Source: an optimization exercise on an open RTL-to-GDS flow (aim: small area, a short achievable clock period and few clock cycles per item). Production flows keep margins and buffers that such runs may drop. RTL that was checked went through simulation tests only; none was proved equivalent to the original. No activity file was given, so power comes from the tool's default toggle rates.

==> module dcacheTop, before the edit <==
module dcacheTop (
	input logic CLK,
	input logic nRST,
	input logic dmemREN,
	input logic dmemWEN,
	input logic [31:0] dmemAddr,
	input logic [31:0] dmemStore,
	output logic [31:0] dmemLoad,
	output logic dhit,
	output logic dREN,
	output logic dWEN,
	output logic [31:0] dAddr,
	output logic [31:0] dStore,
	input logic [31:0] dLoad,
	input logic dwait
);
	logic [7:0] valid0, valid1, dirty0, dirty1, lru;
	logic [25:0] tag0 [8];
	logic [25:0] tag1 [8];
	logic [31:0] data0 [8][2];
	logic [31:0] data1 [8][2];
	logic hitResp;  
	logic reload;  
	logic fillResp;  
	logic wb0, wb1, f0, f1;  
	logic drenR, dwenR, dhitR;
	logic hitWay;  
	logic vR;  
	logic [7:0] setR;  
	logic [29:0] addrR;  
	logic [31:0] loadR;  
	logic [31:0] wordR;
	logic w0Pend;  
	logic [25:0] reqTag;
	logic [2:0] idx;
	logic ws, req;
	assign reqTag = dmemAddr[31:6];
	assign idx = dmemAddr[5:3];
	assign ws = dmemAddr[2];
	assign req = dmemREN | dmemWEN;
	logic idle;
	assign idle = ~(hitResp | reload | fillResp | wb0 | wb1 | f0 | f1);
	logic [7:0] match0, match1;
	always_comb begin
		for (int s = 0; s < 8; s++) begin
			match0[s] = valid0[s] && (tag0[s] == reqTag);
			match1[s] = valid1[s] && (tag1[s] == reqTag);
		end
	end
	logic [7:0] vdSet;
	assign vdSet = (lru & dirty1) | (~lru & dirty0);  
	logic hit0, hit1, hit, v, vdirty;
	assign hit0 = match0[idx];
	assign hit1 = match1[idx];
	assign hit = hit0 | hit1;
	assign v = lru[idx];
	assign vdirty = vdSet[idx];
	logic look, lookHit, lookMiss;
	assign look = idle & req;
	assign lookHit = look & hit;
	assign lookMiss = look & ~hit;
	logic nReload;
	assign nReload = lookHit & dmemREN & (hit1 == v);
	logic [31:0] s00, s01, s10, s11;
	assign s00 = data0[idx][0];
	assign s01 = data0[idx][1];
	assign s10 = data1[idx][0];
	assign s11 = data1[idx][1];
	logic [25:0] vtag;
	assign vtag = v ? tag1[idx] : tag0[idx];
	assign dhit = dhitR;
	assign dWEN = dwenR;
	assign dREN = drenR;
	assign dAddr = {addrR, 2'b00};
	assign dStore = wordR;
	assign dmemLoad = loadR;
	logic fillTake, fillDone;
	assign fillTake = ~dwait & (f0 | f1);
	assign fillDone = ~dwait & f1;
	logic nWb0, nWb1, nF0, nF1;
	assign nWb0 = (lookMiss & vdirty) | (wb0 & dwait);
	assign nWb1 = (wb0 & ~dwait) | (wb1 & dwait);
	assign nF0 = (lookMiss & ~vdirty) | (wb1 & ~dwait) | (f0 & dwait);
	assign nF1 = (f0 & ~dwait) | (f1 & dwait);
	logic [31:0] rd0, rd1;
	assign rd0 = ws ? s01 : s00;
	assign rd1 = ws ? s11 : s10;
	logic fillPhase;
	assign fillPhase = f0 | f1;
	logic wbTag;
	assign wbTag = idle ? vdirty : (wb0 | (wb1 & dwait));
	always_ff @(posedge CLK) begin
		addrR <= {(wbTag ? vtag : reqTag), idx, nWb1 | nF1};
		if (fillPhase) wordR <= fillData;
		else case ({v, nWb1})
			2'b00: wordR <= s00;
			2'b01: wordR <= s01;
			2'b10: wordR <= s10;
			default: wordR <= s11;
		endcase
		if (fillPhase) begin
			if (~(f1 & ~ws)) loadR <= dLoad;
		end else loadR <= (idle ? ~v : hitWay) ? rd1 : rd0;
		w0Pend <= f0 & ~dwait;
		if (idle) begin
			hitWay <= hit1;
			vR <= v;
			setR <= 8'b1 << idx;
		end
	end
	logic [1:0] st0, st1;
	always_ff @(posedge CLK) begin
		for (int k = 0; k < 2; k++) begin
			st0[k] <= lookHit & dmemWEN & hit0 & (ws == k);
			st1[k] <= lookHit & dmemWEN & hit1 & (ws == k);
		end
	end
	logic [31:0] fillData, writeData;
	assign fillData = (dmemWEN & (ws == f1)) ? dmemStore : dLoad;
	assign writeData = hitResp ? dmemStore : wordR;
	logic [1:0] we0, we1;
	always_comb begin
		for (int k = 0; k < 2; k++) begin
			we0[k] = st0[k] | (~vR & (k ? fillResp : w0Pend));
			we1[k] = st1[k] | (vR & (k ? fillResp : w0Pend));
		end
	end
	always_ff @(posedge CLK) begin
		for (int s = 0; s < 8; s++) begin
			for (int k = 0; k < 2; k++) begin
				if (setR[s] & we0[k]) data0[s][k] <= writeData;
				if (setR[s] & we1[k]) data1[s][k] <= writeData;
			end
			if (setR[s] & fillResp & ~vR) tag0[s] <= reqTag;
			if (setR[s] & fillResp & vR) tag1[s] <= reqTag;
		end
	end
	always_ff @(posedge CLK or negedge nRST) begin
		if (!nRST) begin
			hitResp <= 1'b0;
			reload <= 1'b0;
			fillResp <= 1'b0;
			wb0 <= 1'b0;
			wb1 <= 1'b0;
			f0 <= 1'b0;
			f1 <= 1'b0;
			drenR <= 1'b0;
			dwenR <= 1'b0;
			dhitR <= 1'b0;
			valid0 <= '0;
			valid1 <= '0;
			dirty0 <= '0;
			dirty1 <= '0;
			lru <= '0;
		end else begin
			hitResp <= (lookHit & ~nReload) | reload;
			reload <= nReload;
			fillResp <= fillDone;
			dhitR <= (lookHit & ~nReload) | reload | fillDone;
			wb0 <= nWb0;
			wb1 <= nWb1;
			f0 <= nF0;
			f1 <= nF1;
			dwenR <= nWb0 | nWb1;
			drenR <= nF0 | nF1;
			for (int s = 0; s < 8; s++) begin
				if (setR[s] & hitResp) begin
					lru[s] <= ~hitWay;
					if (dmemWEN) begin
						if (hitWay) dirty1[s] <= 1'b1;
						else dirty0[s] <= 1'b1;
					end
				end
				if (setR[s] & fillResp) begin
					lru[s] <= ~vR;
					if (vR) begin
						valid1[s] <= 1'b1;
						dirty1[s] <= dmemWEN;
					end else begin
						valid0[s] <= 1'b1;
						dirty0[s] <= dmemWEN;
					end
				end
			end
		end
	end
endmodule
==> flow/config.mk <==
export PLATFORM = sky130hd
export DESIGN_NAME = dcacheTop
export DESIGN_NICKNAME = dcacheTop
export VERILOG_FILES = /design/flow/design.v
export SDC_FILE = /design/flow/constraint.sdc
export NUM_CORES = 4
export LEC_CHECK = 0
export ABC_CLOCK_PERIOD_IN_PS = 2500
export CAP_MARGIN = 20
export CORE_MARGIN = 2
export CORE_UTILIZATION = 65
export CTS_BUF_LIST = sky130_fd_sc_hd__clkbuf_8
export CTS_CLUSTER_DIAMETER = 50
export CTS_CLUSTER_SIZE = 16
export SETUP_SLACK_MARGIN = 4.5
export SLEW_MARGIN = 20
export TNS_END_PERCENT = 5
==> flow/constraint.sdc <==
create_clock -name core_clock -period 7.5 [get_ports {CLK}]
set_input_delay 1.5000 -clock core_clock [delete_from_list [all_inputs] [get_ports {CLK}]]
set_output_delay 1.5000 -clock core_clock [all_outputs]
set_load 0.01 [all_outputs]
standard.sh (not shown) runs the stock make flow with config.mk's settings and CLKGATE_MAP_FILE= SYNTH_SCRIPT=/design/flow/synth_recipe.tcl, a recipe that flattens the netlist after the stock synthesis.
==> flow/flow/run.sh <==
#!/bin/bash
# The standard layout, with every port buffered by a plain buffer
# (sky130_fd_sc_hd__buf_2) instead of the default delay-buffer cell.
set -euo pipefail
export BUFFER_PORTS_ARGS="-buffer_cell sky130_fd_sc_hd__buf_2"
bash standard.sh > standard.log 2>&1
The first run completed with no timing, DRC or antenna violations.
Testbench counts at the start, summed over its fixed seeds: cycles 126,219, items 24,000.
Then changed:
--- a/flow/design.v
+++ b/flow/design.v
@@ -101,11 +101,12 @@
 	assign s01 = data0[idx][1];
 	assign s10 = data1[idx][0];
 	assign s11 = data1[idx][1];
 	logic [25:0] vtag;
 	assign vtag = v ? tag1[idx] : tag0[idx];
-	assign dhit = dhitR;
+	logic fastEnd;
+	assign dhit = dhitR | (fastEnd & ~dwait);
 	assign dWEN = dwenR;
 	assign dREN = drenR;
 	assign dAddr = {addrR, 2'b00};
 	assign dStore = wordR;
 	assign dmemLoad = loadR;
@@ -151,32 +152,35 @@
 		end
 	end
 	logic [31:0] fillData, writeData;
 	assign fillData = (dmemWEN & (ws == f1)) ? dmemStore : dLoad;
 	assign writeData = hitResp ? dmemStore : wordR;
+	logic [31:0] writeData1;
+	assign writeData1 = hitResp ? dmemStore : fillData;
 	logic [1:0] we0, we1;
 	always_comb begin
 		for (int k = 0; k < 2; k++) begin
-			we0[k] = st0[k] | (~vR & (k ? fillResp : w0Pend));
-			we1[k] = st1[k] | (vR & (k ? fillResp : w0Pend));
+			we0[k] = st0[k] | (~vR & (k ? fillDone : w0Pend));
+			we1[k] = st1[k] | (vR & (k ? fillDone : w0Pend));
 		end
 	end
 	always_ff @(posedge CLK) begin
 		for (int s = 0; s < 8; s++) begin
 			for (int k = 0; k < 2; k++) begin
-				if (setR[s] & we0[k]) data0[s][k] <= writeData;
-				if (setR[s] & we1[k]) data1[s][k] <= writeData;
+				if (setR[s] & we0[k]) data0[s][k] <= k ? writeData1 : writeData;
+				if (setR[s] & we1[k]) data1[s][k] <= k ? writeData1 : writeData;
 			end
-			if (setR[s] & fillResp & ~vR) tag0[s] <= reqTag;
-			if (setR[s] & fillResp & vR) tag1[s] <= reqTag;
+			if (setR[s] & fillDone & ~vR) tag0[s] <= reqTag;
+			if (setR[s] & fillDone & vR) tag1[s] <= reqTag;
 		end
 	end
 	always_ff @(posedge CLK or negedge nRST) begin
 		if (!nRST) begin
 			hitResp <= 1'b0;
 			reload <= 1'b0;
 			fillResp <= 1'b0;
+			fastEnd <= 1'b0;
 			wb0 <= 1'b0;
 			wb1 <= 1'b0;
 			f0 <= 1'b0;
 			f1 <= 1'b0;
 			drenR <= 1'b0;
@@ -188,12 +192,13 @@
 			dirty1 <= '0;
 			lru <= '0;
 		end else begin
 			hitResp <= (lookHit & ~nReload) | reload;
 			reload <= nReload;
-			fillResp <= fillDone;
-			dhitR <= (lookHit & ~nReload) | reload | fillDone;
+			fillResp <= fillDone & ~fastEnd;
+			fastEnd <= nF1 & (dmemWEN | ~ws);
+			dhitR <= (lookHit & ~nReload) | reload | (fillDone & ~fastEnd);
 			wb0 <= nWb0;
 			wb1 <= nWb1;
 			f0 <= nF0;
 			f1 <= nF1;
 			dwenR <= nWb0 | nWb1;
@@ -204,11 +209,11 @@
 					if (dmemWEN) begin
 						if (hitWay) dirty1[s] <= 1'b1;
 						else dirty0[s] <= 1'b1;
 					end
 				end
-				if (setR[s] & fillResp) begin
+				if (setR[s] & fillDone) begin
 					lru[s] <= ~vR;
 					if (vR) begin
 						valid1[s] <= 1'b1;
 						dirty1[s] <= dmemWEN;
 					end else begin
=>
- The changed run went through all stages and came out clean
- global-route usage shrinks by 0.24 points
- clock power falls by about 2%
- worst setup slack degrades by 0.17 ns
- die area goes up by about 1%
- cell area increases by about 1.1%
- total power goes down by about 3.6%
Testbench counts after the change, summed over its fixed seeds: cycles 115,975, items 24,000.


Another version of the RTL of dcacheTop (not shown whole).
Size: roughly 4500 cells after synthesis, roughly 200 I/O pins, about 67000 sq um of cells after synthesis.
==> module dcacheTop, before the edit <==
module dcacheTop (
	input logic CLK,
	input logic nRST,
	input logic dmemREN,
	input logic dmemWEN,
	input logic [31:0] dmemAddr,
	input logic [31:0] dmemStore,
	output logic [31:0] dmemLoad,
	output logic dhit,
	output logic dREN,
	output logic dWEN,
	output logic [31:0] dAddr,
	output logic [31:0] dStore,
	input logic [31:0] dLoad,
	input logic dwait
);
	logic [7:0] valid0, valid1, dirty0, dirty1, lru;
	logic [25:0] tag0 [8];
	logic [25:0] tag1 [8];
	logic [31:0] data0 [8][2];
	logic [31:0] data1 [8][2];
	logic hitResp;  
	logic hitWay;  
	logic fillResp;  
	logic wb0, wb1, f0, f1;  
	logic drenR, dwenR, dhitR;
	logic [29:0] addrR;  
	logic [31:0] loadR;  
	logic [31:0] storeR;  
	logic [25:0] reqTag;
	logic [2:0] idx;
	logic ws, req;
	assign reqTag = dmemAddr[31:6];
	assign idx = dmemAddr[5:3];
	assign ws = dmemAddr[2];
	assign req = dmemREN | dmemWEN;
	logic idle;
	assign idle = ~(hitResp | fillResp | wb0 | wb1 | f0 | f1);
	logic [7:0] match0, match1;
	always_comb begin
		for (int s = 0; s < 8; s++) begin
			match0[s] = valid0[s] && (tag0[s] == reqTag);
			match1[s] = valid1[s] && (tag1[s] == reqTag);
		end
	end
	logic hit0, hit1, hit, v, vdirty;
	assign hit0 = match0[idx];
	assign hit1 = match1[idx];
	assign hit = hit0 | hit1;
	assign v = lru[idx];
	assign vdirty = v ? dirty1[idx] : dirty0[idx];  
	logic look, lookHit, lookMiss;
	assign look = idle & req;
	assign lookHit = look & hit;
	assign lookMiss = look & ~hit;
	logic [31:0] s00, s01, s10, s11;
	assign s00 = data0[idx][0];
	assign s01 = data0[idx][1];
	assign s10 = data1[idx][0];
	assign s11 = data1[idx][1];
	logic [31:0] rd0, rd1, vw0, vw1;
	assign rd0 = ws ? s01 : s00;
	assign rd1 = ws ? s11 : s10;
	assign vw0 = v ? s10 : s00;
	assign vw1 = v ? s11 : s01;
	logic [25:0] vtag;
	assign vtag = v ? tag1[idx] : tag0[idx];
	assign dhit = dhitR;
	assign dWEN = dwenR;
	assign dREN = drenR;
	assign dAddr = {addrR, 2'b00};
	assign dStore = storeR;
	assign dmemLoad = loadR;
	logic fillTake, fillDone;
	assign fillTake = ~dwait & (f0 | f1);
	assign fillDone = ~dwait & f1;
	logic nWb0, nWb1, nF0, nF1;
	assign nWb0 = (lookMiss & vdirty) | (wb0 & dwait);
	assign nWb1 = (wb0 & ~dwait) | (wb1 & dwait);
	assign nF0 = (lookMiss & ~vdirty) | (wb1 & ~dwait) | (f0 & dwait);
	assign nF1 = (f0 & ~dwait) | (f1 & dwait);
	logic wbTag;
	assign wbTag = idle ? vdirty : (wb0 | (wb1 & dwait));
	always_ff @(posedge CLK) begin
		addrR <= {(wbTag ? vtag : reqTag), idx, nWb1 | nF1};
		storeR <= nWb1 ? vw1 : vw0;
		if (f1 & ws) loadR <= dLoad;
		else loadR <= (f1 ? v : hit1) ? rd1 : rd0;
		hitWay <= hit1;
	end
	logic [31:0] fillData;
	assign fillData = (dmemWEN && ws == f1) ? dmemStore : dLoad;
	logic storeHit;
	assign storeHit = hitResp & dmemWEN;
	always_ff @(posedge CLK) begin
		if (storeHit & ~hitWay) data0[idx][ws] <= dmemStore;
		else if (fillTake & ~v) data0[idx][f1] <= fillData;
		if (storeHit & hitWay) data1[idx][ws] <= dmemStore;
		else if (fillTake & v) data1[idx][f1] <= fillData;
		if (fillDone & ~v) tag0[idx] <= reqTag;
		if (fillDone & v) tag1[idx] <= reqTag;
	end
	always_ff @(posedge CLK or negedge nRST) begin
		if (!nRST) begin
			hitResp <= 1'b0;
			fillResp <= 1'b0;
			wb0 <= 1'b0;
			wb1 <= 1'b0;
			f0 <= 1'b0;
			f1 <= 1'b0;
			drenR <= 1'b0;
			dwenR <= 1'b0;
			dhitR <= 1'b0;
			valid0 <= '0;
			valid1 <= '0;
			dirty0 <= '0;
			dirty1 <= '0;
			lru <= '0;
		end else begin
			hitResp <= lookHit;
			fillResp <= fillDone;
			dhitR <= lookHit | fillDone;
			wb0 <= nWb0;
			wb1 <= nWb1;
			f0 <= nF0;
			f1 <= nF1;
			dwenR <= nWb0 | nWb1;
			drenR <= nF0 | nF1;
			if (hitResp) begin
				lru[idx] <= ~hitWay;
				if (dmemWEN) begin
					if (hitWay) dirty1[idx] <= 1'b1;
					else dirty0[idx] <= 1'b1;
				end
			end
			if (fillDone) begin
				lru[idx] <= ~v;
				if (v) begin
					valid1[idx] <= 1'b1;
					dirty1[idx] <= dmemWEN;
				end else begin
					valid0[idx] <= 1'b1;
					dirty0[idx] <= dmemWEN;
				end
			end
		end
	end
endmodule
==> flow/config.mk <==
export PLATFORM = sky130hd
export DESIGN_NAME = dcacheTop
export DESIGN_NICKNAME = dcacheTop
export VERILOG_FILES = /design/flow/design.v
export SDC_FILE = /design/flow/constraint.sdc
export NUM_CORES = 4
export LEC_CHECK = 0
export ABC_CLOCK_PERIOD_IN_PS = 2500
export CAP_MARGIN = 20
export CORE_MARGIN = 2
export CORE_UTILIZATION = 40
export SETUP_SLACK_MARGIN = 4.5
export SLEW_MARGIN = 20
export TNS_END_PERCENT = 5
==> flow/constraint.sdc <==
create_clock -name core_clock -period 7.5 [get_ports {CLK}]
set_input_delay 1.5000 -clock core_clock [delete_from_list [all_inputs] [get_ports {CLK}]]
set_output_delay 1.5000 -clock core_clock [all_outputs]
set_load 0.01 [all_outputs]
run.sh (not shown) runs the stock make flow with config.mk's settings and CLKGATE_MAP_FILE= SYNTH_SCRIPT=/design/flow/synth_recipe.tcl, a recipe that flattens the netlist after the stock synthesis.
Stock flow here: none of the scripts above is used.
Edit:
--- a/flow/design.v
+++ b/flow/design.v
@@ -93,11 +93,6 @@
 	assign s01 = data0[idx][1];
 	assign s10 = data1[idx][0];
 	assign s11 = data1[idx][1];
-	logic [31:0] rd0, rd1, vw0, vw1;
-	assign rd0 = ws ? s01 : s00;
-	assign rd1 = ws ? s11 : s10;
-	assign vw0 = v ? s10 : s00;
-	assign vw1 = v ? s11 : s01;
 	logic [25:0] vtag;
 	assign vtag = v ? tag1[idx] : tag0[idx];
 	assign dhit = dhitR;
@@ -114,13 +109,25 @@
 	assign nWb1 = (wb0 & ~dwait) | (wb1 & dwait);
 	assign nF0 = (lookMiss & ~vdirty) | (wb1 & ~dwait) | (f0 & dwait);
 	assign nF1 = (f0 & ~dwait) | (f1 & dwait);
+	logic loadWay;
+	assign loadWay = f1 ? v : hit1;
 	logic wbTag;
 	assign wbTag = idle ? vdirty : (wb0 | (wb1 & dwait));
 	always_ff @(posedge CLK) begin
 		addrR <= {(wbTag ? vtag : reqTag), idx, nWb1 | nF1};
-		storeR <= nWb1 ? vw1 : vw0;
+		case ({v, nWb1})
+			2'b00: storeR <= s00;
+			2'b01: storeR <= s01;
+			2'b10: storeR <= s10;
+			default: storeR <= s11;
+		endcase
 		if (f1 & ws) loadR <= dLoad;
-		else loadR <= (f1 ? v : hit1) ? rd1 : rd0;
+		else case ({loadWay, ws})
+			2'b00: loadR <= s00;
+			2'b01: loadR <= s01;
+			2'b10: loadR <= s10;
+			default: loadR <= s11;
+		endcase
 		hitWay <= hit1;
 	end
 	logic [31:0] fillData;
Outcome: Setup slack gets worse by 390 ps. Design area came out lower by a few percent. Clock-buffer cell count grows by 9. Die area shrinks by a few percent. Sequential share of layout area went up by 1.2 points. Synthesized area fell by a few percent. Global-route usage falls by 1.7 points. Register-to-register slack degrades by 390 ps.
No run of this note included a check of the RTL's function; only the layout flow was run.

what the ideal ports hide:
How much do the figures lean on ideal ports? The routed layouts below were timed once more, with nothing changed but the port constraints.
Step 1 assumes that a clkbuf_16 drives the clock port and a buf_2 every other input.
Step 2 also shifts input and output timing later by t, the mid clock arrival at the registers, as if the neighbouring blocks saw the same clock.
Three values: ideal ports, drivers, drivers and shift; two values: the first two.
| run | shift t [ns] | setup slack, ns | worst slew at a driven data input, ns |
|---|---|---|---|
| the first run of note 1 | 0.942 | 4.227 / 3.937 / 2.995 | 0.44 |
| the second run of note 1 | 0.964 | 4.060 / 3.888 / 2.924 | 0.41 |
| the first run of note 2 | 0.901 | 4.103 / 3.905 / 3.004 | 0.32 |
| the second run of note 2 | 0.869 | 3.718 / 3.574 / 2.704 | 0.32 |
After both steps every run listed still meets setup and hold. For the first run of note 1, which loses most, drivers alone change the setup slack by -0.290 ns; drivers and shift together by -1.232 ns.
